What follows belongs to an exercise in optimizing a design on an open flow for small area, a short achievable clock period and few clock cycles per item; a production flow would make more cautious choices.
At most, simulation tests tie the RTL to the original design; equivalence was not proved.
Only the layout flow was run in runs 4 and 5; the RTL was not checked for function there.
Power figures rest on the tool's default switching activity, not on a simulated workload.

File: flow/design.v
`default_nettype none
package gmig_pkg;
   localparam int INDEX_WIDTH = 24;
   localparam int CFG_WIDTH   = 13;
   localparam int COUNT_WIDTH = 12;
   localparam int CSR_INDEX_W = 2;
   localparam int IDX_COUNT_W = 3;
   localparam int REQ_DATA_W  = 8;
   localparam int RSP_DATA_W  = ((6 * INDEX_WIDTH + IDX_COUNT_W + 7) / 8) * 8;
   localparam int RSP_USER_W  = 2;
   typedef logic [INDEX_WIDTH-1:0] index_type;
   typedef logic [CFG_WIDTH-1:0]   cfg_type;
   typedef logic [COUNT_WIDTH-1:0] count_type;
   localparam cfg_type CFG_MAX = 13'd4096;
endpackage
`default_nettype wire
`default_nettype none
module gmig_geom (
   input  logic                             clock,
   input  logic                             reset,
   input  logic                             csr_write,
   input  logic [gmig_pkg::CSR_INDEX_W-1:0] csr_index,
   input  gmig_pkg::cfg_type                csr_wdata,
   output gmig_pkg::cfg_type                x_count,
   output gmig_pkg::cfg_type                rows,
   output gmig_pkg::cfg_type                layers,
   output logic                             x_is1,
   output logic                             r_is1,
   output logic                             l_is1,
   output logic                             geo_good,    
   output logic                             geo_ambig    
);
   function automatic logic [3:0] lg(input logic [12:0] v);
      integer i;
      lg = 4'd0;
      for (i = 1; i < 13; i = i + 1) begin
         if (v[i]) lg = i[3:0];
      end
   endfunction
   function automatic logic in_range(input logic [12:0] v);
      in_range = (v != 13'd0) && (!v[12] || (v[11:0] == 12'd0));
   endfunction
   gmig_pkg::cfg_type x_ff, r_ff, l_ff;
   logic [3:0] lgx_ff, lgr_ff, lgl_ff;
   logic       rgx_ff, rgr_ff, rgl_ff;
   logic       x1_ff, r1_ff, l1_ff;
   logic       good_ff, ambig_ff;
   logic       wx, wr, wl;
   logic [3:0] w_lg, lgx_n, lgr_n, lgl_n;
   logic       w_rg, w_1, rgx_n, rgr_n, rgl_n, x1_n, r1_n, l1_n, range_n;
   logic [5:0] s_n;
   always_comb begin
      wx    = csr_write && (csr_index == 2'd0);
      wr    = csr_write && (csr_index == 2'd1);
      wl    = csr_write && (csr_index == 2'd2);
      w_lg  = lg(csr_wdata);
      w_rg  = in_range(csr_wdata);
      w_1   = (csr_wdata == 13'd1);
      lgx_n = wx ? w_lg : lgx_ff;
      lgr_n = wr ? w_lg : lgr_ff;
      lgl_n = wl ? w_lg : lgl_ff;
      rgx_n = wx ? w_rg : rgx_ff;
      rgr_n = wr ? w_rg : rgr_ff;
      rgl_n = wl ? w_rg : rgl_ff;
      x1_n  = wx ? w_1 : x1_ff;
      r1_n  = wr ? w_1 : r1_ff;
      l1_n  = wl ? w_1 : l1_ff;
      range_n = rgx_n && rgr_n && rgl_n && !(r1_n && !l1_n);
      s_n     = 6'(lgx_n) + 6'(lgr_n) + 6'(lgl_n);
   end
   always_ff @(posedge clock) begin
      if (reset) begin
         x_ff     <= 13'd2;
         r_ff     <= 13'd1;
         l_ff     <= 13'd1;
         lgx_ff   <= 4'd1;
         lgr_ff   <= 4'd0;
         lgl_ff   <= 4'd0;
         rgx_ff   <= 1'b1;
         rgr_ff   <= 1'b1;
         rgl_ff   <= 1'b1;
         x1_ff    <= 1'b0;
         r1_ff    <= 1'b1;
         l1_ff    <= 1'b1;
         good_ff  <= 1'b1;
         ambig_ff <= 1'b0;
      end else begin
         if (wx) x_ff <= csr_wdata;
         if (wr) r_ff <= csr_wdata;
         if (wl) l_ff <= csr_wdata;
         lgx_ff   <= lgx_n;
         lgr_ff   <= lgr_n;
         lgl_ff   <= lgl_n;
         rgx_ff   <= rgx_n;
         rgr_ff   <= rgr_n;
         rgl_ff   <= rgl_n;
         x1_ff    <= x1_n;
         r1_ff    <= r1_n;
         l1_ff    <= l1_n;
         good_ff  <= range_n && (s_n <= 6'd21);
         ambig_ff <= range_n && (s_n >= 6'd22) && (s_n <= 6'd24);
      end
   end
   assign x_count   = x_ff;
   assign rows      = r_ff;
   assign layers    = l_ff;
   assign x_is1     = x1_ff;
   assign r_is1     = r1_ff;
   assign l_is1     = l1_ff;
   assign geo_good  = good_ff;
   assign geo_ambig = ambig_ff;
endmodule
`default_nettype wire
`default_nettype none
module grid_mesh_index_generator_unit (
   input  logic                              clock,
   input  logic                              reset,
   input  logic                              req_tvalid,
   output logic                              req_tready,
   input  logic [gmig_pkg::REQ_DATA_W-1:0]   req_tdata,    
   output logic                              rsp_tvalid,
   input  logic                              rsp_tready,
   output logic [gmig_pkg::RSP_DATA_W-1:0]   rsp_tdata,
   output logic [gmig_pkg::RSP_USER_W-1:0]   rsp_tuser,    
   output logic                              rsp_tlast,
   input  logic                              csr_valid,
   output logic                              csr_ready,
   input  logic [gmig_pkg::CSR_INDEX_W-1:0]  csr_index,
   input  gmig_pkg::cfg_type                 csr_wdata
);
   typedef logic [23:0] idx_t;
   typedef logic [11:0] cnt_t;
   gmig_pkg::cfg_type x, rows, layers;
   logic geo_good, geo_ambig;
   logic csr_hit;
   assign csr_ready = 1'b1;
   assign csr_hit   = csr_valid && (csr_index != 2'd3);
   gmig_geom u_geom (
      .clock     (clock),
      .reset     (reset),
      .csr_write (csr_hit),
      .csr_index (csr_index),
      .csr_wdata (csr_wdata),
      .x_count   (x),
      .rows      (rows),
      .layers    (layers),
      .x_is1     (x_is1),
      .r_is1     (r_is1),
      .l_is1     (l_is1),
      .geo_good  (geo_good),
      .geo_ambig (geo_ambig)
   );
   logic x_is1, r_is1, l_is1;
   idx_t ra, rc, q_ff;
   logic [12:0] e_ff;
   cnt_t kc, rcn, lc;
   logic k_last, r_last, l_last1, l_last2;
   logic half_ff, first_ff;
   logic ph_line, ph_cell, ph_fb, ph_lr;     
   logic rsp_valid_ff, st_exh_ff, st_bad_ff, cnt1_ff, cnt2_ff, last_ff;
   logic chk_run, chk_stage, chk_xfer, chk_fin, exact_done, exact_ok;
   logic [3:0] chk_idx;
   logic [2:0] ext_ff;
   logic stall, take, restart;
   assign stall      = geo_ambig && !exact_done;
   assign req_tready = !stall && (!rsp_valid_ff || rsp_tready);
   assign take       = req_tvalid && req_tready;
   assign restart    = req_tdata[0];
   logic ok;
   assign ok = geo_good || (geo_ambig && exact_ok);
   logic active;
   assign active = ph_line || ph_cell || ph_fb || ph_lr;
   logic [12:0] xp1, xm1;
   assign xp1 = x + 13'd1;
   assign xm1 = x - 13'd1;
   idx_t delta;
   logic cin;
   logic ent, cap_q;
   cnt_t kc_s, rc_s, lc_s;
   logic half_s;
   logic s_line, s_cell, s_fb, s_lr;
   always_comb begin
      delta  = '0;
      cin    = 1'b1;
      ent    = 1'b0;
      cap_q  = 1'b0;
      kc_s   = kc;
      rc_s   = rcn;
      lc_s   = lc;
      half_s = half_ff;
      s_line = ph_line;
      s_cell = ph_cell;
      s_fb   = ph_fb;
      s_lr   = ph_lr;
      if (ph_line) begin
         kc_s = kc - 12'd1;
      end else if (ph_cell) begin
         if (!k_last) begin
            kc_s = kc - 12'd1;
         end else if (!r_last) begin
            kc_s  = x[11:0];
            rc_s  = rcn - 12'd1;
            delta = 24'd1;
         end else if (!l_last1) begin
            kc_s  = x[11:0];
            rc_s  = rows[11:0];
            lc_s  = lc - 12'd1;
            delta = 24'(xp1);
            cap_q = first_ff;
         end else begin
            ent    = 1'b1;
            kc_s   = x[11:0];
            lc_s   = layers[11:0];
            half_s = 1'b0;
            s_cell = 1'b0;
            s_fb   = 1'b1;
         end
      end else if (ph_fb) begin
         if (!half_ff) begin
            half_s = 1'b1;
            delta  = q_ff;
         end else if (!k_last) begin
            half_s = 1'b0;
            kc_s   = kc - 12'd1;
            delta  = ~q_ff;
         end else if (!l_last2) begin
            half_s = 1'b0;
            kc_s   = x[11:0];
            lc_s   = lc - 12'd1;
            delta  = 24'd1;
         end else begin
            ent    = 1'b1;
            rc_s   = rows[11:0];
            lc_s   = layers[11:0];
            half_s = 1'b0;
            s_fb   = 1'b0;
            s_lr   = 1'b1;
         end
      end else begin   
         if (!half_ff) begin
            half_s = 1'b1;
            delta  = 24'(xm1);
            cin    = 1'b0;
         end else if (!r_last) begin
            half_s = 1'b0;
            rc_s   = rcn - 12'd1;
         end else begin
            half_s = 1'b0;
            rc_s   = rows[11:0];
            lc_s   = lc - 12'd1;
            delta  = 24'(x);
         end
      end
   end
   logic chk_bit;
   assign chk_bit = chk_stage ? layers[chk_idx] : rows[chk_idx];
   idx_t base_a, op_a, base_c, op_c, sum_c;
   logic cin_a, cin_c;
   logic [24:0] sum_a;
   always_comb begin
      base_a = ra;
      op_a   = delta;
      cin_a  = cin;
      if (chk_run) begin
         base_a = chk_xfer ? '0 : {ra[22:0], 1'b0};
         op_a   = (chk_xfer || !chk_bit) ? '0 : (chk_stage ? q_ff : 24'(x));
         cin_a  = 1'b0;
      end
      base_c = ent ? q_ff : rc;
      op_c   = ent ? 24'(x) : delta;
      cin_c  = ent ? 1'b1 : cin;
   end
   assign sum_a = 25'(base_a) + 25'(op_a) + 25'(cin_a);
   assign sum_c = base_c + op_c + 24'(cin_c);
   logic st_line, st_cell, st_lr, st_empty;
   idx_t a_n, c_n;
   cnt_t kc_n, rc_n, lc_n;
   logic half_n, n_line, n_cell, n_fb, n_lr, resp_ok, resp_exh, fin;
   logic kl_n, rl_n, ll1_n, ll2_n;
   always_comb begin
      st_line  = r_is1 && l_is1 && !x_is1;
      st_cell  = !x_is1 && !r_is1;
      st_lr    = x_is1 && !l_is1;
      st_empty = !(st_line || st_cell || st_lr);
      if (restart) begin
         a_n    = '0;
         c_n    = 24'(x_is1 ? rows : x);
         kc_n   = x[11:0];
         rc_n   = rows[11:0];
         lc_n   = layers[11:0];
         half_n = 1'b0;
         n_line = st_line;
         n_cell = st_cell;
         n_fb   = 1'b0;
         n_lr   = st_lr;
         resp_exh = st_empty;
      end else begin
         a_n    = ent ? '0 : sum_a[23:0];
         c_n    = sum_c;
         kc_n   = kc_s;
         rc_n   = rc_s;
         lc_n   = lc_s;
         half_n = half_s;
         n_line = s_line;
         n_cell = s_cell;
         n_fb   = s_fb;
         n_lr   = s_lr;
         resp_exh = !active;
      end
      resp_ok = ok && !resp_exh;
      kl_n  = (kc_n == 12'd2);
      rl_n  = (rc_n == 12'd2);
      ll1_n = (lc_n == 12'd1);
      ll2_n = (lc_n == 12'd2);
      fin = (n_line && kl_n)
         || (n_cell && l_is1 && kl_n && rl_n)
         || (n_lr && half_n && rl_n && ll2_n);
   end
   always_ff @(posedge clock) begin
      if (reset) begin
         rsp_valid_ff <= 1'b0;
      end else if (take) begin
         rsp_valid_ff <= 1'b1;
      end else if (rsp_tready) begin
         rsp_valid_ff <= 1'b0;
      end
   end
   always_ff @(posedge clock) begin
      if (reset || csr_hit) begin
         ph_line <= 1'b0;
         ph_cell <= 1'b0;
         ph_fb   <= 1'b0;
         ph_lr   <= 1'b0;
      end else if (take) begin
         ph_line <= resp_ok && !fin && n_line;
         ph_cell <= resp_ok && !fin && n_cell;
         ph_fb   <= resp_ok && !fin && n_fb;
         ph_lr   <= resp_ok && !fin && n_lr;
      end
   end
   always_ff @(posedge clock) begin
      if (take) begin
         rc        <= (resp_ok && !n_line) ? c_n : '0;
         e_ff      <= resp_ok ? (n_lr ? x : 13'd1) : 13'd0;
         kc        <= kc_n;
         rcn       <= rc_n;
         lc        <= lc_n;
         k_last    <= kl_n;
         r_last    <= rl_n;
         l_last1   <= ll1_n;
         l_last2   <= ll2_n;
         half_ff   <= half_n;
         st_bad_ff <= !ok;
         st_exh_ff <= ok && resp_exh;
         cnt1_ff   <= resp_ok;
         cnt2_ff   <= resp_ok && !n_line;
         last_ff   <= resp_ok && fin;
      end
   end
   always_ff @(posedge clock) begin
      if (take) begin
         ra <= resp_ok ? a_n : '0;
      end else if (chk_run) begin
         ra <= sum_a[23:0];
      end
   end
   always_ff @(posedge clock) begin
      if (take) begin
         first_ff <= restart ? 1'b1 : (first_ff && !cap_q);
      end
   end
   idx_t ob, od;
   assign ob = ra + 24'(e_ff);
   assign od = rc + 24'(e_ff);
   always_ff @(posedge clock) begin
      if (take && !restart && cap_q) begin
         q_ff <= ob;
      end else if (chk_run && chk_xfer) begin
         q_ff <= ra;
      end
   end
   logic [2:0] ext_n;
   assign ext_n = {ext_ff[1:0], ra[23]} + 3'(sum_a[24]);
   always_ff @(posedge clock) begin
      if (reset || csr_hit) begin
         chk_run    <= 1'b0;
         chk_fin    <= 1'b0;
         exact_done <= 1'b0;
         exact_ok   <= 1'b0;
      end else if (chk_fin) begin
         chk_fin    <= 1'b0;
         exact_done <= 1'b1;
         exact_ok   <= (ext_ff == 3'd0) || ((ext_ff == 3'd1) && (ra == '0));
      end else if (!chk_run) begin
         if (stall && !rsp_valid_ff && !exact_done) begin
            chk_run   <= 1'b1;
            chk_stage <= 1'b0;
            chk_xfer  <= 1'b1;
            chk_idx   <= 4'd12;
            ext_ff    <= 3'd0;
         end
      end else if (chk_xfer) begin
         chk_xfer <= 1'b0;
         if (ext_ff != 3'd0) begin
            chk_run    <= 1'b0;
            exact_done <= 1'b1;
            exact_ok   <= 1'b1;
         end
      end else begin
         ext_ff  <= ext_n;
         chk_idx <= chk_idx - 4'd1;
         if (chk_idx == 4'd0) begin
            if (!chk_stage) begin
               chk_stage <= 1'b1;
               chk_xfer  <= 1'b1;
               chk_idx   <= 4'd12;
            end else begin
               chk_run <= 1'b0;
               chk_fin <= 1'b1;
            end
         end
      end
   end
   assign rsp_tvalid = rsp_valid_ff;
   assign rsp_tdata  = {5'd0, cnt2_ff, cnt1_ff, 1'b0,
                        ob & {24{cnt2_ff}}, rc, od & {24{cnt2_ff}}, rc, ob, ra};
   assign rsp_tuser  = {st_bad_ff, st_exh_ff};
   assign rsp_tlast  = last_ff;
endmodule
`default_nettype wire
File: flow/run.sh
#!/bin/bash
# synth_recipe.tcl (not shown) runs the flow's synth.tcl, then flattens the netlist and writes it again
# the make line also repeats each setting of config.mk as NAME=value (left out here)
make -C /OpenROAD-flow-scripts/flow DESIGN_CONFIG=/design/flow/config.mk WORK_HOME=/design/flow/orfs CLKGATE_MAP_FILE= SYNTH_SCRIPT=/design/flow/synth_recipe.tcl finish
File: flow/config.mk
export PLATFORM = sky130hd
export DESIGN_NAME = grid_mesh_index_generator_unit
export DESIGN_NICKNAME = grid_mesh_index_generator_unit
export VERILOG_FILES = /design/flow/design.v
export SDC_FILE = /design/flow/constraint.sdc
export NUM_CORES = 4
export LEC_CHECK = 0
export ABC_CLOCK_PERIOD_IN_PS = 4000
export CAP_MARGIN = 20
export CORE_MARGIN = 2
export CORE_UTILIZATION = 40
export PLACE_DENSITY = 0.6
export SETUP_SLACK_MARGIN = 3.5
export SLEW_MARGIN = 20
File: flow/constraint.sdc
create_clock -name core_clock -period 8.0 [get_ports {clock}]
set_input_delay 1.6000 -clock core_clock [delete_from_list [all_inputs] [get_ports {clock}]]
set_output_delay 1.6000 -clock core_clock [all_outputs]
set_load 0.01 [all_outputs]
==> reports/summary.log, run 1 <==
INFO  clock_tree     cts_sinks=209
INFO  finish         final.fill_count=4351
INFO  clock_tree     cts_hold_buf=0
INFO  yosys          yosysMostFrequentCell=sky130_fd_sc_hd__nand2_1
INFO  die            core_region_area=46560µm²
INFO  yosys          synth_async_sr_flop_share=0
INFO  place          place_hpwl=51550µm
INFO  worst_setup_path worstPathRequired=8.31ns
INFO  clock_tree     path_clk_slew=0.06ns
INFO  finish         total_area_of_multi_input_combinational_cells=13460µm²
INFO  yosys          synthesis.area_per_instance=7.909µm²
INFO  timing         fin_tns_setup=0ns
INFO  die            die-width=221.3µm
INFO  yosys          post_synth_instance_area=18900µm²
INFO  finish         share_of_post_route_cells_with_drive_strength_above_1=0.2041
INFO  yosys          synth.ff_latch_count=209
INFO  clock_tree     cts_tree=built
INFO  yosys          synth_top_cells_by_area=sky130_fd_sc_hd__edfxtp_1, sky130_fd_sc_hd__dfxtp_1, sky130_fd_sc_hd__nand2_1, sky130_fd_sc_hd__ha_1, sky130_fd_sc_hd__a21oi_1
INFO  timing         rsz_0062_raised_after_global_routing=true
INFO  timing         report.final.setup_viol=0
INFO  worst_setup_path criticalPathCategory=reg2reg
INFO  yosys          synth_top_area_cell=sky130_fd_sc_hd__edfxtp_1
INFO  finish         final-seq-area=5614µm²
INFO  timing         period_minus_slack=5.160ns
INFO  finish         postLayoutCoreUtil=0.5220
INFO  die            rows=79
INFO  yosys          synth_commonest_cells=sky130_fd_sc_hd__nand2_1, sky130_fd_sc_hd__nor2_1, sky130_fd_sc_hd__a21oi_1, sky130_fd_sc_hd__edfxtp_1, sky130_fd_sc_hd__o21ai_0
INFO  pwr            powerDensity=158.6nW/µm²
INFO  clock_tree     cts_max_path_buffers=3
INFO  yosys          synth_ff_type=sky130_fd_sc_hd__edfxtp_1
INFO  global_route   first_global_vias=18640
INFO  worst_setup_path worstSetupEndpointType=register
INFO  worst_setup_path timing.critical_path.fanout_max=6
INFO  pwr            ir_drop=0.0001606V
INFO  clock_tree     cts_root_buffer=sky130_fd_sc_hd__clkbuf_16
INFO  die            design.die.area=48990µm²
INFO  clock_tree     cts_buffers=26
INFO  timing         final.hold.worst_slack=0.4526ns
INFO  route          dr_total_vias=20340
INFO  yosys          yosys_warnings=2
INFO  global_route   grt.overflow.total=0
INFO  pwr            switching_power=0.001346W
INFO  route          antenna_violating_nets_post_route=0
INFO  worst_setup_path timing.critical_path.arrival=5.47ns
INFO  route          drt-pass1-iter-count=9
INFO  yosys          synthesis.instances=2389
INFO  yosys          synth_edf_count=141
INFO  global_route   grt_pass1_wl=114900µm
INFO  timing         worstMarginPinSlew=1.195ns
INFO  pwr            power.switching_fraction=0.3492
INFO  pwr            combinational_power_share=0.341
INFO  timing         drv_slew=0
INFO  pwr            total_power_draw=0.003853W
INFO  outcome        status=timing/DRC/antenna clean
INFO  worst_setup_path max_stage_delay=0.52ns
INFO  place          numPortBuffers=171
INFO  timing         final-hold-violation-count=0
INFO  route          wl_per_cell=24.18µm
INFO  die            floorplan.initialDensity=0.4059
INFO  hold_path      timing.hold.worst.class=reg2reg
INFO  route          initial_drt_markers=2296
INFO  timing         period_share=0.6450
INFO  run            max_cap_violations=0
INFO  worst_setup_path crit_path_top_delay_cell=sky130_fd_sc_hd__mux4_2
INFO  yosys          seq_area_frac_synth=0.2961
INFO  worst_setup_path worstPathCellList=mux4_2, mux4_2, o211ai_1, buf_6, nor2_4, a21oi_4, fa_2, inv_2, fa_2, a211oi_4, o21bai_2, a31oi_4, a211oi_2, o41ai_2, a21oi_1, o31a_1, nor2_1, o21ai_1, ha_2, ha_4, xnor2_1, nor2_1
INFO  route          drcViolationCount=0
INFO  die            floorplan.die.height=221.3µm
INFO  worst_setup_path cp-startpoint=u_geom.r_ff[7]
INFO  yosys          synth_top_area_share=0.2241
INFO  worst_setup_path startpoint_type=register
INFO  pwr            clockPowerShare=0.310
INFO  worst_setup_path rr_startpoint=u_geom.r_ff[7]
INFO  die            design.portCount=186
INFO  pwr            power.sequential.fraction=0.349
INFO  timing         clock_skew=0.01352ns
INFO  global_route   grt_util_all_layers=0.2979
INFO  clock_tree     worst_skew_pair.late_latency=0.58ns
INFO  clock_tree     cts_htree_levels=1
INFO  timing         max-slew-margin-rel=0.1972
INFO  route          post_drt_via_cell_ratio=6.310
INFO  hold_path      hold_path.startpoint=chk_fin
INFO  finish         fin_nets=2719
INFO  global_route   antenna_found_initial=0
INFO  finish         area_growth_syn_to_layout=28.61%
INFO  timing         max_freq=193.8MHz
INFO  place          gpl.final_weighted_congestion=0.9523
INFO  global_route   grt_start_max_net_pins=71
INFO  route          finalWirelength=77970µm
INFO  pwr            power.leakage=9.609nW
INFO  pwr            internal_power=0.002507W
INFO  yosys          synth_cell_type_count=95
==> critical path: cells and delay by family (launching register included) <==
kind	cells	cell delay, ns
buffers and inverters	2	0.20
multiplexers	2	1.02
flip-flops	1	0.50
XOR/XNOR	1	0.13
AND/OR/NAND/NOR	3	0.19
adder cells (fa/ha/maj)	4	0.94
AO/OA/AOI/OAI	10	1.93
==> what timing repair did <==
item | 4_1_cts | 5_1_grt
cloned | 5 | 4
setup buffers | 98 | 53
resized for setup | 383 | 176
endpoints found under the setup margin | 102 | 87
pin swaps | 76 | 90
==> sequential cells by signal, summed over array words and instances (netlist names), 3 cells and up <==
| name | flops |
|---|---|
| u_geom.lgr_ff | 4 |
| ra | 24 |
| ext_ff | 3 |
| q_ff | 24 |
| u_geom.r_ff | 13 |
| u_geom.x_ff | 13 |
| u_geom.lgx_ff | 4 |
| kc | 12 |
| e_ff | 13 |
| u_geom.lgl_ff | 4 |
| u_geom.l_ff | 13 |
| rcn | 12 |
| rc | 24 |
| chk_idx | 4 |
| lc | 12 |
==> cell usage in the layout (no fill, tap or decap), types with 22 or more instances in the layout <==
cell,Yosys,final
sky130_fd_sc_hd__o21ai_0,138,114
sky130_fd_sc_hd__a211oi_1,26,22
sky130_fd_sc_hd__nor2_1,188,174
sky130_fd_sc_hd__dfxtp_1,68,59
sky130_fd_sc_hd__a21oi_1,175,155
sky130_fd_sc_hd__buf_4,35,135
sky130_fd_sc_hd__nand3_1,53,47
sky130_fd_sc_hd__inv_1,82,76
sky130_fd_sc_hd__xor2_1,34,30
sky130_fd_sc_hd__nand2b_1,38,36
sky130_fd_sc_hd__xnor2_1,66,51
sky130_fd_sc_hd__clkbuf_16,0,29
sky130_fd_sc_hd__nand2_1,346,337
sky130_fd_sc_hd__nor3_1,68,53
sky130_fd_sc_hd__and2_1,68,63
sky130_fd_sc_hd__edfxtp_1,141,141
sky130_fd_sc_hd__a31oi_1,30,26
sky130_fd_sc_hd__buf_2,7,42
sky130_fd_sc_hd__a21o_1,33,33
sky130_fd_sc_hd__buf_6,2,51
sky130_fd_sc_hd__and3_1,25,25
sky130_fd_sc_hd__mux2i_1,48,48
sky130_fd_sc_hd__or3_1,25,22
sky130_fd_sc_hd__nor2b_1,38,31
sky130_fd_sc_hd__ha_1,87,68
sky130_fd_sc_hd__a22o_1,26,26
sky130_fd_sc_hd__clkdlybuf4s50_1,0,95
==> routing by layer <==
metal	part of all wire	GRT usage
met1	0.42	0.4162
met2	0.44	0.4645
met3	0.10	0.05165
met4	0.037	0.09959
met5	0	0
==> power groups by stage <==
stage / Sequential, W / Clock (W) / Combinational [W]
after global placement: 0.00137 / 0 / 0.000989
after detailed placement: 0.00137 / 0 / 0.00101
after global routing: 0.00135 / 0.00124 / 0.00140
after CTS: 0.00134 / 0.00121 / 0.00117
after floorplan: 0.00132 / 0 / 0.000661
final: 0.00134 / 0.00119 / 0.00131
==> cell families after synthesis <==
kind of cell             after synthesis  synth area share
other                                  2         0.0003974
buffers and inverters                273           0.06244
AND/OR/NAND/NOR                      970            0.2510
flip-flops                           209            0.2961
adder cells (fa/ha/maj)               95           0.06608
multiplexers                          63           0.03854
XOR/XNOR                             100           0.04635
AO/OA/AOI/OAI                        677            0.2390
==> layout make-up <==
| class | instances | area share |
|---|---|---|
| sequential | 209 | 0.2310 |
| clock inverter | 12 | 0.003861 |
| antenna | 1 | 0.0001030 |
| multi-input combinational | 1914 | 0.5539 |
| clock buffer | 36 | 0.03002 |
| tap | 607 | 0.03125 |
| inverter | 84 | 0.01364 |
| timing repair buffer | 361 | 0.1362 |
==> per-stage QoR <==
stage	instances	cell area (µm²)	setup WS, ns
finish	3224	24300	2.840
global placement	3015	20920	2.389
detailed placement	3015	20920	2.328
global route	3223	24300	2.644
CTS	3166	23320	2.806
floorplan	2394	19130	3.200
==> worst paths after layout <==
kind                                   to  slack (ns)  depth (start not counted)
worst max-delay path            ext_ff[2]        2.84                         22
worst min-delay path              chk_fin        0.45                          1
worst max register to register  ext_ff[2]        2.84                         22
worst min register to register    chk_fin        0.45                          1
Testbench counts, summed over its fixed seeds: cycles 23,230, items 23,024.
==> inputs of run 2 (changes only) <==
--- a/flow/config.mk
+++ b/flow/config.mk
@@ -7,3 +7,3 @@
 export LEC_CHECK = 0
-export ABC_CLOCK_PERIOD_IN_PS = 4000
+export ABC_AREA = 1
 export CAP_MARGIN = 20
==> run 2 against run 1 <==
Still clean; critical path depth shrank 7; synthesized cell count grew 19%; sequential cell count is the same; final area shrank 1.2%; register-to-register slack gained 0.74 ns; maximum frequency grew 6.3%; sequential share of layout area grew 0.30 points; clock power is essentially flat; die area shrank 1.7%; combinational power grew 4%; worst hold slack gained 0.019 ns; critical path type is now reg2out; highest routed layer unchanged.
==> reports/summary.log, run 2 <==
INFO  route          wl_per_cell=20.54µm
INFO  yosys          synth_ff_type=sky130_fd_sc_hd__edfxtp_1
INFO  route          antenna_violating_nets_post_route=0
INFO  yosys          synth-compound-area-share=0.2274
INFO  timing         drv_slew=0
INFO  yosys          post_synth_instance_area=18570µm²
INFO  timing         max-slew-margin-rel=0.3277
INFO  yosys          seq_area_frac_synth=0.3013
INFO  pwr            ir_drop=0.0001537V
INFO  die            die-width=219.5µm
INFO  timing         postLayoutSetupSlackWorst=3.146ns
INFO  clock_tree     cts_buffers=27
INFO  finish         postLayoutCoreUtil=0.5267
INFO  clock_tree     cts_tree=built
INFO  global_route   grt_util_all_layers=0.3011
INFO  route          drt-pass1-iter-count=6
INFO  route          initial_drt_markers=2377
INFO  yosys          largest_family_of_logic_cells_by_synthesized_area=simple AND/OR/NAND/NOR gates
INFO  global_route   grt_start_max_net_pins=70
INFO  clock_tree     cts_root_buffer=sky130_fd_sc_hd__clkbuf_16
INFO  worst_setup_path crit_path_top_delay_cell=sky130_fd_sc_hd__edfxtp_1
INFO  timing         final-hold-violation-count=0
INFO  yosys          synth_async_sr_flop_share=0
INFO  clock_tree     cts_hold_buf=0
INFO  worst_setup_path max_stage_delay=0.52ns
INFO  clock_tree     cts_htree_levels=1
INFO  yosys          synth_area_in_simple_gates=0.2649
INFO  clock_tree     worst_skew_pair.late_latency=0.60ns
INFO  finish         share_of_post_route_cells_with_drive_strength_above_1=0.1825
INFO  die            design.portCount=186
INFO  worst_setup_path criticalPathCategory=reg2out
INFO  timing         rsz_0062_raised_after_global_routing=true
INFO  yosys          synth.mux.area_fraction=0
INFO  hold_path      timing.hold.worst.class=reg2reg
INFO  pwr            power.leakage=10.71nW
INFO  yosys          synthesis.area_per_instance=6.516µm²
INFO  yosys          share_of_the_synthesized_netlist_area_taken_by_xor_and_xnor_gates=0.01839
INFO  route          drcViolationCount=0
INFO  yosys          synth_top_area_share=0.2280
INFO  place          place_hpwl=53290µm
INFO  timing         worstMarginPinSlew=1.005ns
INFO  yosys          synth.ff_latch_count=209
INFO  yosys          yosys_warnings=2
INFO  finish         reg.largest.list=q_ff x24, ra x24, rc x24
INFO  yosys          synth_fa_ha_area_frac=0.06724
INFO  place          pre_cts_ws=2.170ns
INFO  die            core_region_area=45580µm²
INFO  finish         layout_commonest_cell=sky130_fd_sc_hd__nand2_1
INFO  yosys          synth_top_area_cell=sky130_fd_sc_hd__edfxtp_1
INFO  global_route   grt.overflow.total=0
INFO  worst_setup_path worstPathCellList=ha_4, inv_1, nor3_2, nand2_1, nand2_2, a21oi_4, o21ai_4, nand2_2, nor3_4, nand2_2, nor3_2, xor2_1, buf_4, nor2_1, buf_2
INFO  finish         area_growth_syn_to_layout=29.25%
INFO  place          gpl.final_weighted_congestion=0.9351
INFO  yosys          synth_top_cells_by_area=sky130_fd_sc_hd__edfxtp_1, sky130_fd_sc_hd__nand2_1, sky130_fd_sc_hd__o21ai_0, sky130_fd_sc_hd__a21oi_1, sky130_fd_sc_hd__inv_1
INFO  run            max_cap_violations=0
INFO  place          numPortBuffers=171
INFO  yosys          synth_cell_type_count=57
INFO  clock_tree     cts_max_path_buffers=3
INFO  worst_setup_path timing.critical_path.arrival=3.25ns
INFO  timing         fin_tns_setup=0ns
INFO  yosys          synth_edf_count=141
INFO  global_route   first_global_vias=19120
INFO  timing         period_share=0.6067
INFO  yosys          synth_commonest_cells=sky130_fd_sc_hd__nand2_1, sky130_fd_sc_hd__inv_1, sky130_fd_sc_hd__o21ai_0, sky130_fd_sc_hd__a21oi_1, sky130_fd_sc_hd__nor2_1
INFO  worst_setup_path worstPathRequired=6.40ns
INFO  die            floorplan.die.height=219.5µm
INFO  timing         clock_skew=0.05252ns
INFO  worst_setup_path crit_path_frequent_cell=sky130_fd_sc_hd__nand2_2
INFO  clock_tree     path_clk_slew=0.06ns
INFO  route          dr_total_vias=21140
INFO  die            floorplan.initialDensity=0.4075
INFO  timing         report.final.setup_viol=0
INFO  worst_setup_path timing.critical_path.fanout_max=4
INFO  finish         final.fill_count=4458
INFO  pwr            powerDensity=161.6nW/µm²
INFO  global_route   grt_pass1_wl=111900µm
INFO  worst_setup_path worstSetupEndpointType=output port
INFO  finish         antennaDiodeCount=0
INFO  timing         max_freq=206.0MHz
INFO  die            rows=78
INFO  outcome        status=timing/DRC/antenna clean
INFO  die            design.die.area=48160µm²
INFO  route          post_drt_via_cell_ratio=5.692
INFO  yosys          yosysMostFrequentCell=sky130_fd_sc_hd__nand2_1
INFO  yosys          synthesis.instances=2850
INFO  timing         period_minus_slack=4.854ns
INFO  finish         fin_nets=3217
INFO  clock_tree     cts_sinks=209
INFO  global_route   antenna_found_initial=2
INFO  worst_setup_path startpoint_type=register
INFO  finish         layout.cells.most_common_list=sky130_fd_sc_hd__nand2_1, sky130_fd_sc_hd__inv_1, sky130_fd_sc_hd__o21ai_0
INFO  route          finalWirelength=76250µm
-- run 2: cell count changes after synthesis, sizes merged, moves of 43 or more --
cell / before / now
a21oi: 175 / 299
and2: 70 / 5
clkbuf: 133 / 77
inv: 82 / 387
mux2i: 48 / 0
nand2: 346 / 685
nand3: 53 / 150
nor2: 188 / 261
o21ai: 139 / 327
o22ai: 20 / 63
xnor2: 66 / 10
-- run 2: cell type report --
class	count	area [µm²]	share of cell area
Timing Repair inverter	2	12.51	0.0005213
Inverter	390	1543	0.06427
Timing Repair Buffer	362	3268	0.1362
Clock inverter	12	72.57	0.003023
Multi-Input combinational cell	2102	11990	0.4994
Clock buffer	36	752.0	0.03133
Tap cell	600	750.7	0.03128
Sequential cell	209	5617	0.2340
-- run 2: worst paths after layout --
kind         cells after the start  slack, ns          endpoint              from
max                             15       3.15    rsp_tdata[143]           e_ff[5]
min                              2       0.47  u_geom.lgl_ff[0]  u_geom.lgl_ff[0]
max reg2reg                     28       3.58         ext_ff[2]         chk_stage
min reg2reg                      2       0.47  u_geom.lgl_ff[0]  u_geom.lgl_ff[0]
-- run 2: power by group --
group          internal, W  switching [W]
Clock             0.000660       0.000515
Combinational     0.000572       0.000788
Sequential         0.00124       0.000105
Total              0.00247        0.00141
-- run 2: stage by stage --
stage                     hold WS [ns]  instance area [µm²]  power (W)  instances
after global routing            0.4950                24000   0.004056       3713
final                           0.4713                24000   0.003880       3713
after detailed placement        0.4646                20490   0.002440       3495
after CTS                       0.4760                22680   0.003733       3642
after global placement          0.4498                20470   0.002425       3494
after floorplan                 0.4064                18610   0.002002       2855
-- run 2: critical path: cells and delay by family (launching register included) --
family / cells / cell delay, ns
AND/OR/NAND/NOR: 8 / 0.95
XOR/XNOR: 1 / 0.21
AO/OA/AOI/OAI: 2 / 0.23
buffers and inverters: 3 / 0.40
flip-flops: 1 / 0.52
adder cells (fa/ha/maj): 1 / 0.38
-- run 2: logic make-up (layout without fill, tap and decap cells) --
family,Yosys count,in the layout
and+or+nand+nor,1184,1184
AOI/OAI and AO/OA,777,777
buffers and inverters,544,802
DFF,209,209
adders and majority gates,95,95
xor gates and xnor gates,39,39
other,2,7
-- run 2: layer usage --
layer	GRT usage	part of all wire	wire length (µm)
met3	0.04831	0.11	8184
met5	0	0	0
met4	0.07365	0.023	1739
met1	0.4471	0.45	33950
met2	0.4526	0.42	32370
-- run 2: timing repair --
action	CTS	global route
endpoints found under the setup margin	90	94
pin swaps	54	107
setup buffers	96	66
endpoints found under the hold margin	0	0
gates resized for setup	354	244
gates cloned	3	5
==> inputs of run 3 (changes only) <==
--- a/flow/config.mk
+++ b/flow/config.mk
@@ -12,3 +12,3 @@
 export PLACE_DENSITY = 0.6
-export SETUP_SLACK_MARGIN = 3.5
+export SETUP_SLACK_MARGIN = 4.5
 export SLEW_MARGIN = 20
==> run 3 against run 2 <==
Still clean; final cell count grew 4.7%; sequential share of layout area shrank 2.6 points; register-to-register slack lost 0.08 ns; worst setup slack lost 0.033 ns; core utilization grew 6.7 points; clock power grew 3%; wire length grew 4.7%; critical path depth grew 1; die area is the same; critical endpoint is now rsp_tdata[140]; highest routed layer unchanged.
==> reports/summary.log, run 3 <==
INFO  timing         final-hold-violation-count=0
INFO  yosys          synth_cell_type_count=57
INFO  timing         final.hold.worst_slack=0.4755ns
INFO  yosys          synth_ff_type=sky130_fd_sc_hd__edfxtp_1
INFO  yosys          synthesis.instances=2850
INFO  place          place_hpwl=52660µm
INFO  worst_setup_path worstSetupEndpointType=output port
INFO  worst_setup_path crit_path_top_delay_cell=sky130_fd_sc_hd__edfxtp_1
INFO  yosys          synth_commonest_cells=sky130_fd_sc_hd__nand2_1, sky130_fd_sc_hd__inv_1, sky130_fd_sc_hd__o21ai_0, sky130_fd_sc_hd__a21oi_1, sky130_fd_sc_hd__nor2_1
INFO  outcome        status=timing/DRC/antenna clean
INFO  finish         final.fill_count=4110
INFO  finish         reg.largest.list=q_ff x24, ra x24, rc x24
INFO  worst_setup_path r2r_slack=3.50ns
INFO  timing         fin_tns_setup=0ns
INFO  clock_tree     cts_tree=built
INFO  timing         period_minus_slack=4.887ns
INFO  timing         postLayoutSetupSlackWorst=3.113ns
INFO  finish         final-seq-area=5628µm²
INFO  place          numPlacedInstances=3490
INFO  clock_tree     path_clk_slew=0.06ns
INFO  pwr            powerDensity=156.1nW/µm²
INFO  route          drt-pass1-iter-count=7
INFO  yosys          yosys_warnings=2
INFO  timing         clock_skew=0.02255ns
INFO  yosys          synth_top_area_cell=sky130_fd_sc_hd__edfxtp_1
INFO  yosys          synth_top_cells_by_area=sky130_fd_sc_hd__edfxtp_1, sky130_fd_sc_hd__nand2_1, sky130_fd_sc_hd__o21ai_0, sky130_fd_sc_hd__a21oi_1, sky130_fd_sc_hd__inv_1
INFO  yosys          seq_area_frac_synth=0.3013
INFO  route          antenna_violating_nets_post_route=0
INFO  clock_tree     cts_hold_buf=0
INFO  run            max_cap_violations=0
INFO  timing         max_freq=204.6MHz
INFO  route          dr_total_vias=22160
INFO  finish         layout_commonest_cell=sky130_fd_sc_hd__nand2_1
INFO  place          gpl.final_weighted_congestion=0.9239
INFO  timing         period_share=0.6109
INFO  worst_setup_path max_stage_delay=0.42ns
INFO  timing         drv_slew=0
INFO  finish         total_area_of_multi_input_combinational_cells=13140µm²
INFO  clock_tree     cts_buffers=26
INFO  route          drcViolationCount=0
INFO  die            floorplan.die.height=219.5µm
INFO  route          finalWirelength=79830µm
INFO  global_route   antenna_found_initial=1
INFO  route          post_drt_via_cell_ratio=5.701
INFO  global_route   global_route.usage.met2=0.4755
INFO  yosys          post_synth_instance_area=18570µm²
INFO  global_route   grt_pass1_wl=117500µm
INFO  global_route   grt_most_used_layer=met2
INFO  timing         worstMarginPinSlew=1.119ns
INFO  timing         max-slew-margin-rel=0.2510
INFO  yosys          synth_edf_count=141
INFO  clock_tree     cts_htree_levels=1
INFO  worst_setup_path crit_path_frequent_cell=sky130_fd_sc_hd__nor2_2
INFO  global_route   gr-usage-met1=0.4569
INFO  yosys          synth_async_sr_flop_share=0
INFO  worst_setup_path startpoint_type=register
INFO  global_route   grt_util_all_layers=0.3159
INFO  global_route   grt_start_max_net_pins=79
INFO  route          wl_per_cell=20.54µm
INFO  global_route   grtUsageMet3=0.05369
INFO  worst_setup_path criticalPathCategory=reg2out
INFO  yosys          synth_top_area_share=0.2280
INFO  yosys          synthesis.area_per_instance=6.516µm²
INFO  die            floorplan.initialDensity=0.4075
INFO  global_route   first_global_vias=19780
INFO  pwr            ir_drop=0.0001706V
INFO  place          numPortBuffers=171
INFO  timing         rsz_0062_raised_after_global_routing=true
INFO  finish         area_growth_syn_to_layout=45.71%
INFO  clock_tree     cts_root_buffer=sky130_fd_sc_hd__clkbuf_16
INFO  clock_tree     cts_max_path_buffers=3
INFO  worst_setup_path worstPathRequired=6.40ns
INFO  clock_tree     worst_skew_pair.late_latency=0.59ns
INFO  finish         antennaDiodeCount=0
INFO  yosys          yosysMostFrequentCell=sky130_fd_sc_hd__nand2_1
INFO  hold_path      timing.hold.worst.class=reg2reg
INFO  place          pre_cts_ws=2.449ns
INFO  die            design.die.area=48160µm²
INFO  die            core_region_area=45580µm²
INFO  worst_setup_path worstPathCellList=buf_6, ha_4, fa_2, nand3_2, nand3_4, a21oi_4, nor2_2, nor2_2, inv_2, a21oi_4, inv_2, nand4_1, xor2_2, inv_1, nor2_2, buf_2
INFO  die            rows=78
INFO  clock_tree     cts_sinks=209
INFO  finish         instances_no_fill=3887
INFO  finish         fin_nets=3392
INFO  worst_setup_path timing.critical_path.fanout_max=3
INFO  yosys          synth.ff_latch_count=209
INFO  timing         report.final.setup_viol=0
INFO  pwr            power.leakage=11.88nW
INFO  die            design.portCount=186
INFO  finish         layout.cells.most_common_list=sky130_fd_sc_hd__nand2_1, sky130_fd_sc_hd__inv_1, sky130_fd_sc_hd__buf_4
INFO  worst_setup_path timing.critical_path.arrival=3.29ns
INFO  finish         share_of_post_route_cells_with_drive_strength_above_1=0.2924
INFO  route          initial_drt_markers=2708
INFO  global_route   grt.overflow.total=0
INFO  die            die-width=219.5µm
run 3: per-layer routing:
layer / wire, µm / vias to the layer above / part of all wire
met1: 34150 / 10430 / 0.43
met5: 0 / - / 0
met3: 8640 / 185 / 0.11
met4: 2721 / 0 / 0.034
met2: 34320 / 1200 / 0.43
li1: - / 10350 / -
run 3: critical path: cells and delay by family, from the launching register on:
family                     cells  cell delay [ns]
DFF                            1             0.42
AOI/OAI and AO/OA              2             0.40
buffers and inverters          5             0.51
xor gates and xnor gates       1             0.22
adders and majority gates      2             0.54
and+or+nand+nor                6             0.60
run 3: where the power goes:
group	internal [W]	switching [W]
Combinational	0.000752	0.000915
Sequential	0.00124	0.000102
Clock	0.000705	0.000508
run 3: what timing repair did:
item | CTS | global route
endpoints found under the setup margin | 226 | 125
buffers inserted | 243 | 94
gates resized for setup | 716 | 267
pin swaps | 183 | 193
endpoints found under the hold margin | 0 | 0
cloned | 14 | 0
run 3: final cells by class:
cell class,instances,share of cell area
inverter,390,0.06081
clock inverter,12,0.004300
multi-input combinational,2102,0.4857
timing repair inverter,5,0.001618
tap,600,0.02774
clock buffer,34,0.02710
timing repair buffer,535,0.1848
sequential,209,0.2080
run 3: kinds of logic (layout without fill, tap and decap cells):
| logic type | Yosys count | count (layout) | synth area share |
|---|---|---|---|
| buf+inv | 544 | 976 | 0.1204 |
| other cells | 2 | 7 | 0.0004044 |
| flops | 209 | 209 | 0.3013 |
| compound gates | 777 | 777 | 0.2274 |
| simple gates | 1184 | 1184 | 0.2649 |
| xor+xnor | 39 | 39 | 0.01839 |
| fa+ha+maj | 95 | 95 | 0.06724 |
run 3: per-stage QoR:
step                      instance area [µm²]  utilization  power (W)
after global routing                    27060       0.5937   0.004391
final                                   27060       0.5937   0.004223
after floorplan                         19230            -   0.002060
after CTS                               25400       0.5572   0.003964
after detailed placement                21010       0.4611   0.002489
after global placement                  21010       0.4611   0.002476
run 3: worst paths after layout:
kind	endpoint	startpoint	depth (start not counted)
min reg2reg	u_geom.lgl_ff[0]	u_geom.lgl_ff[0]	2
max reg2reg	ext_ff[2]	chk_stage	28
max	rsp_tdata[140]	e_ff[0]	16
min	u_geom.lgl_ff[0]	u_geom.lgl_ff[0]	2
==> inputs of run 4 (changes only) <==
--- a/flow/design.v
+++ b/flow/design.v
@@ -47,4 +47,5 @@
    logic       good_ff, ambig_ff;
-   logic       wx, wr, wl;
-   logic [3:0] w_lg, lgx_n, lgr_n, lgl_n;
+   logic       wx, wr, wl, wany;
+   logic [3:0] w_lg, lgx_n, lgr_n, lgl_n, s_a;
+   logic [4:0] pair_x, pair_r, pair_l, s_b;
    logic       w_rg, w_1, rgx_n, rgr_n, rgl_n, x1_n, r1_n, l1_n, range_n;
@@ -55,2 +56,3 @@
       wl    = csr_write && (csr_index == 2'd2);
+      wany  = wx || wr || wl;
       w_lg  = lg(csr_wdata);
@@ -68,3 +70,8 @@
       range_n = rgx_n && rgr_n && rgl_n && !(r1_n && !l1_n);
-      s_n     = 6'(lgx_n) + 6'(lgr_n) + 6'(lgl_n);
+      pair_x = 5'(lgr_ff) + 5'(lgl_ff);
+      pair_r = 5'(lgx_ff) + 5'(lgl_ff);
+      pair_l = 5'(lgx_ff) + 5'(lgr_ff);
+      s_a    = wany ? w_lg : lgx_ff;
+      s_b    = wr ? pair_r : (wl ? pair_l : pair_x);
+      s_n    = 6'(s_a) + 6'(s_b);
    end
@@ -373,3 +380,3 @@
    assign ob = ra + 24'(e_ff);
-   assign od = rc + 24'(e_ff);
+   assign od = rc + 24'({e_ff[12:1], e_ff[0] & cnt2_ff});
    always_ff @(posedge clock) begin
@@ -381,4 +388,6 @@
    end
-   logic [2:0] ext_n;
-   assign ext_n = {ext_ff[1:0], ra[23]} + 3'(sum_a[24]);
+   logic [2:0] ext_n, ext_tot;
+   logic       cout_ff;
+   assign ext_n   = {ext_ff[1:0], ra[23]} + {1'b0, cout_ff, 1'b0};
+   assign ext_tot = ext_ff + 3'(cout_ff);
    always_ff @(posedge clock) begin
@@ -392,3 +401,3 @@
          exact_done <= 1'b1;
-         exact_ok   <= (ext_ff == 3'd0) || ((ext_ff == 3'd1) && (ra == '0));
+         exact_ok   <= (ext_tot == 3'd0) || ((ext_tot == 3'd1) && (ra == '0));
       end else if (!chk_run) begin
@@ -400,2 +409,3 @@
             ext_ff    <= 3'd0;
+            cout_ff   <= 1'b0;
          end
@@ -403,3 +413,4 @@
          chk_xfer <= 1'b0;
-         if (ext_ff != 3'd0) begin
+         cout_ff  <= 1'b0;
+         if (ext_tot != 3'd0) begin
             chk_run    <= 1'b0;
@@ -410,2 +421,3 @@
          ext_ff  <= ext_n;
+         cout_ff <= sum_a[24];
          chk_idx <= chk_idx - 4'd1;
@@ -425,3 +437,3 @@
    assign rsp_tdata  = {5'd0, cnt2_ff, cnt1_ff, 1'b0,
-                        ob & {24{cnt2_ff}}, rc, od & {24{cnt2_ff}}, rc, ob, ra};
+                        ob & {24{cnt2_ff}}, rc, od, rc, ob, ra};
    assign rsp_tuser  = {st_bad_ff, st_exh_ff};
--- a/flow/config.mk
+++ b/flow/config.mk
@@ -12,3 +12,3 @@
 export PLACE_DENSITY = 0.6
-export SETUP_SLACK_MARGIN = 4.5
+export SETUP_SLACK_MARGIN = 3.5
 export SLEW_MARGIN = 20
==> run 4 against run 3 <==
Still clean; power decreased by 2.6%; final cell count down 6.7%; combinational power decreased by 13%; via count is 7.3% lower; die area grew 0.51%; wire length is 8.0% lower; count of clock-buffer cells in the layout is 6 higher; critical endpoint unchanged; largest power group unchanged.
==> reports/summary.log, run 4 <==
INFO  outcome        status=timing/DRC/antenna clean
INFO  worst_setup_path worstPathRequired=6.40ns
INFO  die            die-width=220.0µm
INFO  clock_tree     worst_skew_pair.late_latency=0.59ns
INFO  timing         final-hold-violation-count=0
INFO  die            design.portCount=186
INFO  yosys          synthesis.instances=2777
INFO  worst_setup_path worst-path-buf-inv=3
INFO  clock_tree     cts_sinks=210
INFO  yosys          synth_top_area_cell=sky130_fd_sc_hd__edfxtp_1
INFO  timing         clock_skew=0.03331ns
INFO  yosys          synth_async_sr_flop_share=0
INFO  global_route   first_global_vias=18700
INFO  finish         reg.largest.list=q_ff x24, ra x24, rc x24
INFO  route          finalWirelength=73440µm
INFO  timing         final.hold.worst_slack=0.4729ns
INFO  clock_tree     cts_htree_levels=1
INFO  global_route   grt.overflow.total=0
INFO  timing         fin_tns_setup=0ns
INFO  die            rows=79
INFO  pwr            ir_drop=0.0001649V
INFO  timing         period_share=0.6110
INFO  yosys          synthesis.area_per_instance=6.722µm²
INFO  timing         worstMarginPinSlew=1.010ns
INFO  clock_tree     cts_root_buffer=sky130_fd_sc_hd__clkbuf_16
INFO  die            floorplan.initialDensity=0.4035
INFO  finish         antennaDiodeCount=0
INFO  place          numPortBuffers=171
INFO  global_route   grt_util_all_layers=0.2927
INFO  die            design.die.area=48410µm²
INFO  finish         share_of_post_route_cells_with_drive_strength_above_1=0.1603
INFO  clock_tree     cts_max_path_buffers=3
INFO  route          drcViolationCount=0
INFO  hold_path      timing.hold.worst.class=reg2reg
INFO  finish         area_growth_syn_to_layout=25.81%
INFO  die            core_region_area=46260µm²
INFO  worst_setup_path timing.critical_path.fanout_max=3
INFO  yosys          synth_edf_count=142
INFO  timing         period_minus_slack=4.888ns
INFO  global_route   grt_pass1_wl=109300µm
INFO  timing         report.final.setup_viol=0
INFO  route          wl_per_cell=20.25µm
INFO  worst_setup_path timing.critical_path.arrival=3.29ns
INFO  route          initial_drt_markers=2299
INFO  timing         max-slew-margin-rel=0.3239
INFO  global_route   antenna_found_initial=1
INFO  worst_setup_path worstPathCellList=ha_4, buf_6, a21o_1, a31oi_4, o21ai_2, a21boi_2, o21ai_2, nand2_1, nand2_2, nand2_4, nor2_4, nand2_2, xor2_2, inv_1, nor2_1, buf_2
INFO  worst_setup_path max_stage_delay=0.56ns
INFO  yosys          synth_top_area_share=0.2284
INFO  yosys          post_synth_instance_area=18670µm²
INFO  clock_tree     path_clk_slew=0.06ns
INFO  pwr            clockPowerShare=0.314
INFO  yosys          seq_area_frac_synth=0.3014
INFO  worst_setup_path worstSetupEndpointType=output port
INFO  pwr            combinational_power_share=0.353
INFO  pwr            power.switching_fraction=0.3576
INFO  global_route   grt_start_max_net_pins=68
INFO  finish         layout_commonest_cell=sky130_fd_sc_hd__nand2_1
INFO  clock_tree     cts_buffers=27
INFO  yosys          yosysMostFrequentCell=sky130_fd_sc_hd__nand2_1
INFO  yosys          synth_top_cells_by_area=sky130_fd_sc_hd__edfxtp_1, sky130_fd_sc_hd__nand2_1, sky130_fd_sc_hd__a21oi_1, sky130_fd_sc_hd__dfxtp_1, sky130_fd_sc_hd__o21ai_0
INFO  timing         max_freq=204.6MHz
INFO  pwr            internal_power=0.002642W
INFO  worst_setup_path criticalPathCategory=reg2out
INFO  finish         fin_nets=3129
INFO  clock_tree     cts_tree=built
INFO  yosys          synth_ff_type=sky130_fd_sc_hd__edfxtp_1
INFO  worst_setup_path crit_path_top_delay_cell=sky130_fd_sc_hd__edfxtp_1
INFO  run            max_cap_violations=0
INFO  timing         rsz_0062_raised_after_global_routing=true
INFO  pwr            switching_power=0.001471W
INFO  place          place_hpwl=52870µm
INFO  route          dr_total_vias=20550
INFO  yosys          synth_commonest_cells=sky130_fd_sc_hd__nand2_1, sky130_fd_sc_hd__inv_1, sky130_fd_sc_hd__a21oi_1, sky130_fd_sc_hd__o21ai_0, sky130_fd_sc_hd__nor2_1
INFO  pwr            power.leakage=10.52nW
INFO  route          antenna_violating_nets_post_route=0
INFO  timing         drv_slew=0
INFO  finish         layout.cells.most_common_list=sky130_fd_sc_hd__nand2_1, sky130_fd_sc_hd__inv_1, sky130_fd_sc_hd__a21oi_1
INFO  die            floorplan.die.height=220.0µm
INFO  pwr            power.sequential.fraction=0.332
INFO  route          post_drt_via_cell_ratio=5.667
INFO  pwr            powerDensity=175.1nW/µm²
INFO  worst_setup_path startpoint_type=register
INFO  route          drt-pass1-iter-count=6
INFO  yosys          synth_cell_type_count=66
INFO  worst_setup_path worst_path_top_cell_family_by_delay=simple AND/OR/NAND/NOR gates
INFO  yosys          yosys_warnings=2
INFO  place          gpl.final_weighted_congestion=0.9190
INFO  yosys          synth.ff_latch_count=210
==> run 4: cell count changes after synthesis, sizes merged, moves of 10 or more <==
cell / change
a21oi: +18
o22ai: -13
inv: -36
xnor2: +10
o21ai: -30
nor2: -35
xor2: +11
o31ai: +13
==> run 4: final cells by class <==
cell class              instances  area (µm²)
multi-input cells            2076       11750
inverters                     352        1391
repair inverters                3       16.27
clock buffers                  40       818.3
flip-flops and latches        210        5637
fillers                      4579       22780
repair buffers                331        3010
well taps                     607       759.5
clock inverters                 7       101.3
==> run 4: power groups by stage <==
stage	clock [W]	sequential [W]	combinational, W
5_1_grt	0.00134	0.00138	0.00159
3_3_place_gp	0	0.00139	0.00122
4_1_cts	0.00130	0.00136	0.00133
6_report	0.00129	0.00137	0.00145
3_5_place_dp	0	0.00139	0.00123
2_1_floorplan	0	0.00135	0.000764
==> run 4: final timing paths <==
| check | start | endpoint | slack [ns] | depth (start not counted) |
|---|---|---|---|---|
| hold reg to reg | u_geom.rgx_ff | u_geom.rgx_ff | 0.47 | 2 |
| setup reg to reg | k_last | rc[20] | 3.73 | 23 |
| setup / recovery | e_ff[5] | rsp_tdata[140] | 3.11 | 16 |
| hold / removal | u_geom.rgx_ff | u_geom.rgx_ff | 0.47 | 2 |
==> run 4: logic make-up after synthesis <==
family / share of synthesized area
simple gates: 0.2581
compound gates: 0.2276
xor+xnor: 0.02815
flops: 0.3014
mux: 0.001609
other cells: 0.0004023
fa+ha+maj: 0.07065
buf+inv: 0.1122
==> run 4: metal layers <==
metal	vias to the layer above	global-route usage	wire length, µm
met5	-	0	0
met4	0	0.08255	2111
met3	124	0.05549	7718
met2	1020	0.4317	30870
met1	9612	0.4315	32740
li1	9791	-	-
==> run 4: repair_timing <==
| item | 4_1_cts | 5_1_grt |
|---|---|---|
| gates cloned | 3 | 3 |
| buffers inserted | 67 | 68 |
| endpoints found under the setup margin | 100 | 77 |
| pin swaps | 42 | 50 |
| hold buffers | 0 | 0 |
| resized for setup | 246 | 163 |
==> run 4: worst reg2reg max path: stages, from the launching register on <==
cell and delay [ns]:
sky130_fd_sc_hd__edfxtp_1 0.37, sky130_fd_sc_hd__buf_12 0.22, sky130_fd_sc_hd__inv_4 0.16, sky130_fd_sc_hd__nor2_4 0.23, sky130_fd_sc_hd__inv_4 0.10, sky130_fd_sc_hd__nor2_2 0.21, sky130_fd_sc_hd__a21oi_4 0.11, sky130_fd_sc_hd__clkinvlp_4 0.21
sky130_fd_sc_hd__buf_4 0.23, sky130_fd_sc_hd__nand2_1 0.06, sky130_fd_sc_hd__nand2_1 0.08, sky130_fd_sc_hd__fa_1 0.19, sky130_fd_sc_hd__inv_1 0.06, sky130_fd_sc_hd__fa_1 0.36, sky130_fd_sc_hd__inv_1 0.11, sky130_fd_sc_hd__a31oi_2 0.13
sky130_fd_sc_hd__o21ai_2 0.28, sky130_fd_sc_hd__a21oi_1 0.15, sky130_fd_sc_hd__o21a_1 0.22, sky130_fd_sc_hd__o21ai_2 0.18, sky130_fd_sc_hd__nand3_1 0.09, sky130_fd_sc_hd__nand2_1 0.09, sky130_fd_sc_hd__a21oi_1 0.06, sky130_fd_sc_hd__o21a_1 0.12
==> run 4: through the flow <==
step	std cells	total power, W	cell area (µm²)	util	worst slack, ns
2_1_floorplan	2782	0.002117	18710	-	3.505
3_3_place_gp	3437	0.002611	20590	0.4451	2.330
3_5_place_dp	3437	0.002619	20590	0.4451	2.258
4_1_cts	3554	0.003999	22420	0.4846	3.053
5_1_grt	3626	0.004304	23480	0.5077	2.936
6_report	3626	0.004113	23480	0.5077	3.112
==> inputs of run 5 (changes only) <==
--- a/flow/config.mk
+++ b/flow/config.mk
@@ -12,3 +12,3 @@
 export PLACE_DENSITY = 0.6
-export SETUP_SLACK_MARGIN = 3.5
+export SETUP_SLACK_MARGIN = 2.5
 export SLEW_MARGIN = 20
==> run 5 against run 4 <==
Synthesized cell count did not move; die area unchanged; clock skew decreased by 0.0022 ns; global-route usage decreased by 0.67 points; critical path depth rose by 1; non-clock buffer count shrank 111; wire length is 3.4% lower; power shrank 4.4%; via count fell by 3.4%; core utilization fell by 3.5 points; sequential share of layout area increased by 1.7 points.
==> reports/summary.log, run 5 <==
INFO  clock_tree     worst_skew_pair.late_latency=0.59ns
INFO  timing         fin_tns_setup=0ns
INFO  finish         layout.cells.most_common_list=sky130_fd_sc_hd__nand2_1, sky130_fd_sc_hd__inv_1, sky130_fd_sc_hd__a21oi_1
INFO  timing         final.hold.worst_slack=0.4562ns
INFO  yosys          seq_area_frac_synth=0.3014
INFO  route          dr.max_layer_used=met5
INFO  yosys          yosys_warnings=2
INFO  global_route   grt_start_max_net_pins=68
INFO  timing         max-slew-margin-rel=0.3316
INFO  route          initial_drt_markers=2162
INFO  die            floorplan.die.height=220.0µm
INFO  route          wl_met3=6893µm
INFO  die            rows=79
INFO  place          numPortBuffers=171
INFO  worst_setup_path timing.critical_path.arrival=3.75ns
INFO  outcome        status=timing/DRC/antenna clean
INFO  yosys          yosysMostFrequentCell=sky130_fd_sc_hd__nand2_1
INFO  route          antenna_violating_nets_post_route=0
INFO  hold_path      timing.hold.worst.class=reg2reg
INFO  route          detail_route.wirelength.met1=32540µm
INFO  pwr            ir_drop=0.0001567V
INFO  die            design.die.area=48410µm²
INFO  timing         report.final.setup_viol=0
INFO  finish         share_of_post_route_cells_with_drive_strength_above_1=0.07153
INFO  worst_setup_path startpoint_type=register
INFO  global_route   grt.overflow.total=0
INFO  finish         antennaDiodeCount=0
INFO  place          numPlacedInstances=3438
INFO  yosys          synth_top_area_share=0.2284
INFO  timing         worstMarginPinSlew=0.9990ns
INFO  yosys          post_synth_instance_area=18670µm²
INFO  timing         drv_slew=0
INFO  die            design.portCount=186
INFO  route          wl_per_cell=20.18µm
INFO  worst_setup_path worstPathRequired=6.40ns
INFO  timing         max_freq=186.7MHz
INFO  global_route   antenna_found_initial=2
INFO  timing         clock_skew=0.03107ns
INFO  route          finalWirelength=70940µm
INFO  finish         reg.largest.list=q_ff x24, ra x24, rc x24
INFO  yosys          synth_edf_count=142
INFO  yosys          synth_ff_type=sky130_fd_sc_hd__edfxtp_1
INFO  global_route   grt_util_all_layers=0.2860
INFO  route          drcViolationCount=0
INFO  timing         period_share=0.6694
INFO  die            die-width=220.0µm
INFO  clock_tree     cts_htree_levels=1
INFO  place          dpl-instance-area=20580µm²
INFO  run            max_cap_violations=0
INFO  yosys          synth_commonest_cells=sky130_fd_sc_hd__nand2_1, sky130_fd_sc_hd__inv_1, sky130_fd_sc_hd__a21oi_1, sky130_fd_sc_hd__o21ai_0, sky130_fd_sc_hd__nor2_1
INFO  clock_tree     cts_root_buffer=sky130_fd_sc_hd__clkbuf_16
INFO  clock_tree     cts_sinks=210
INFO  yosys          synth_async_sr_flop_share=0
INFO  finish         area_growth_syn_to_layout=17.19%
INFO  finish         layout_commonest_cell=sky130_fd_sc_hd__nand2_1
INFO  clock_tree     path_clk_slew=0.06ns
INFO  yosys          synthesis.area_per_instance=6.722µm²
INFO  global_route   grt_pass1_wl=106800µm
INFO  yosys          synth_top_cells_by_area=sky130_fd_sc_hd__edfxtp_1, sky130_fd_sc_hd__nand2_1, sky130_fd_sc_hd__a21oi_1, sky130_fd_sc_hd__dfxtp_1, sky130_fd_sc_hd__o21ai_0
INFO  clock_tree     cts_buffers=27
INFO  finish         stdcell_area=21880µm²
INFO  finish         postLayoutCoreUtil=0.4729
INFO  place          place_hpwl=53060µm
INFO  yosys          synthesis.instances=2777
INFO  pwr            power.leakage=9.773nW
INFO  die            core_region_area=46260µm²
INFO  timing         rsz_0062_raised_after_global_routing=true
INFO  route          met2_wirelength=29760µm
INFO  finish         instances_no_fill=3515
INFO  worst_setup_path criticalPathCategory=reg2out
INFO  yosys          synth_cell_type_count=66
INFO  worst_setup_path worstSetupEndpointType=output port
INFO  route          drt-pass1-iter-count=6
INFO  place          gpl.final_weighted_congestion=0.9133
INFO  finish         fin_nets=3016
INFO  global_route   first_global_vias=18140
INFO  route          dr_total_vias=19850
INFO  clock_tree     cts_tree=built
INFO  clock_tree     cts_max_path_buffers=3
INFO  timing         period_minus_slack=5.355ns
INFO  route          post_drt_via_cell_ratio=5.647
INFO  timing         final-hold-violation-count=0
INFO  die            floorplan.initialDensity=0.4035
INFO  yosys          synth.ff_latch_count=210
INFO  pwr            powerDensity=179.8nW/µm²
INFO  clock_tree     cts_hold_buf=0
INFO  worst_setup_path timing.critical_path.fanout_max=3
INFO  yosys          synth_top_area_cell=sky130_fd_sc_hd__edfxtp_1
==> run 5: cell count changes in the layout (fill, tap and decap cells not counted), sizes merged, moves of 5 or more <==
cell,change
dlygate4sd2,-9
clkdlybuf4s50,+47
clkbuf,-10
clkinvlp,-5
inv,+7
buf,-142
==> run 5: worst max-delay path, cell delays in order (launching register included) <==
cell and delay, ns:
sky130_fd_sc_hd__edfxtp_1 0.39, sky130_fd_sc_hd__buf_4 0.18, sky130_fd_sc_hd__ha_1 0.21, sky130_fd_sc_hd__fa_1 0.41, sky130_fd_sc_hd__nand3_1 0.08, sky130_fd_sc_hd__nand2_1 0.12
sky130_fd_sc_hd__a31oi_4 0.21, sky130_fd_sc_hd__o21ai_2 0.10, sky130_fd_sc_hd__a21boi_2 0.17, sky130_fd_sc_hd__o21ai_1 0.11, sky130_fd_sc_hd__nand2_1 0.07, sky130_fd_sc_hd__nand2_1 0.06
sky130_fd_sc_hd__nand2_2 0.10, sky130_fd_sc_hd__inv_1 0.06, sky130_fd_sc_hd__nand2_1 0.09, sky130_fd_sc_hd__xor2_2 0.21, sky130_fd_sc_hd__nor2_1 0.07, sky130_fd_sc_hd__clkdlybuf4s50_1 0.52
==> run 5: report_power, final <==
group          internal, W  switching [W]  total (W)
Sequential         0.00126       0.000112    0.00137
Clock             0.000745       0.000530    0.00127
Combinational     0.000519       0.000770    0.00129
Total              0.00252        0.00141    0.00393
==> run 5: cells by family after synthesis <==
group,after synthesis,synth area share
buffers and inverters,497,0.1122
other,2,0.0004023
multiplexers,3,0.001609
adder cells (fa/ha/maj),100,0.07065
AND/OR/NAND/NOR,1140,0.2581
AO/OA/AOI/OAI,765,0.2276
flip-flops,210,0.3014
XOR/XNOR,60,0.02815
==> run 5: path summary, 6_finish.rpt <==
kind                            startpoint             end  slack, ns  cells after the start
worst max-delay path               e_ff[0]  rsp_tdata[138]       2.65                     17
worst max register to register     ph_cell          rc[20]       2.88                     21
worst min register to register    exact_ok        exact_ok       0.46                      2
worst min-delay path              exact_ok        exact_ok       0.46                      2
==> run 5: layout make-up <==
class,instances,area (µm²)
clock buffer,35,767.0
clock inverter,14,146.4
fill,4649,24380
inverter,352,1343
multi-input combinational,2075,11120
sequential,210,5625
tap,607,759.5
timing repair buffer,220,2101
timing repair inverter,2,10.01
==> run 5: stage by stage <==
| step | power (W) | worst slack, ns |
|---|---|---|
| 2_1_floorplan | 0.002115 | 3.250 |
| 3_3_place_gp | 0.002605 | 2.362 |
| 3_5_place_dp | 0.002618 | 2.325 |
| 4_1_cts | 0.003903 | 2.387 |
| 5_1_grt | 0.004125 | 2.479 |
| 6_report | 0.003934 | 2.645 |
==> run 5: repair_timing <==
item                       CTS  global route
setup buffers                9            17
resized for setup            5            28
gates cloned                 0             2
setup endpoints to repair   22            37
pin swaps                    0             8
==> run 5: layer usage <==
layer,GRT usage,vias to the layer above
li1,-,9546
met1,0.4224,9303
met2,0.4253,899
met3,0.05273,99
met4,0.07360,2
met5,0,-

## port drivers added, routing unchanged
No port has a modelled driver above. Below, the same layouts with a new extraction and two added sets of constraints. Step 1 (the two cells are an assumption about what drives the block):
set clk [get_ports {clock}]
set_driving_cell -lib_cell sky130_fd_sc_hd__clkbuf_16 $clk
set_driving_cell -lib_cell sky130_fd_sc_hd__buf_2 [delete_from_list [all_inputs] $clk]
Step 2 adds t to the input delays and takes it off the output delays; t is the mean of the earliest and latest rising clock arrival at the registers after step 1. Input paths then give back, and output paths get back, about the clock's delay inside the block. Slacks: ideal ports / drivers / drivers and shift; pairs: ideal ports / drivers.
run | t (ns) | slack for setup (ns) | latest minus earliest clock arrival (ns) | pins driven straight from the clock port
run 1 | 0.625 | 2.840 / 2.793 / 2.840 | 0.014 / 0.014 | 1
run 2 | 0.641 | 3.146 / 3.084 / 2.995 | 0.056 / 0.055 | 1
run 3 | 0.636 | 3.113 / 3.052 / 3.106 | 0.023 / 0.024 | 1
run 4 | 0.639 | 3.112 / 3.050 / 3.109 | 0.033 / 0.034 | 1
run 5 | 0.631 | 2.645 / 2.587 / 2.370 | 0.032 / 0.032 | 1
After both steps every run listed still meets setup and hold. The setup slack of run 5, which loses most, moves by -0.058 ns with the drivers and by -0.275 ns with both steps.
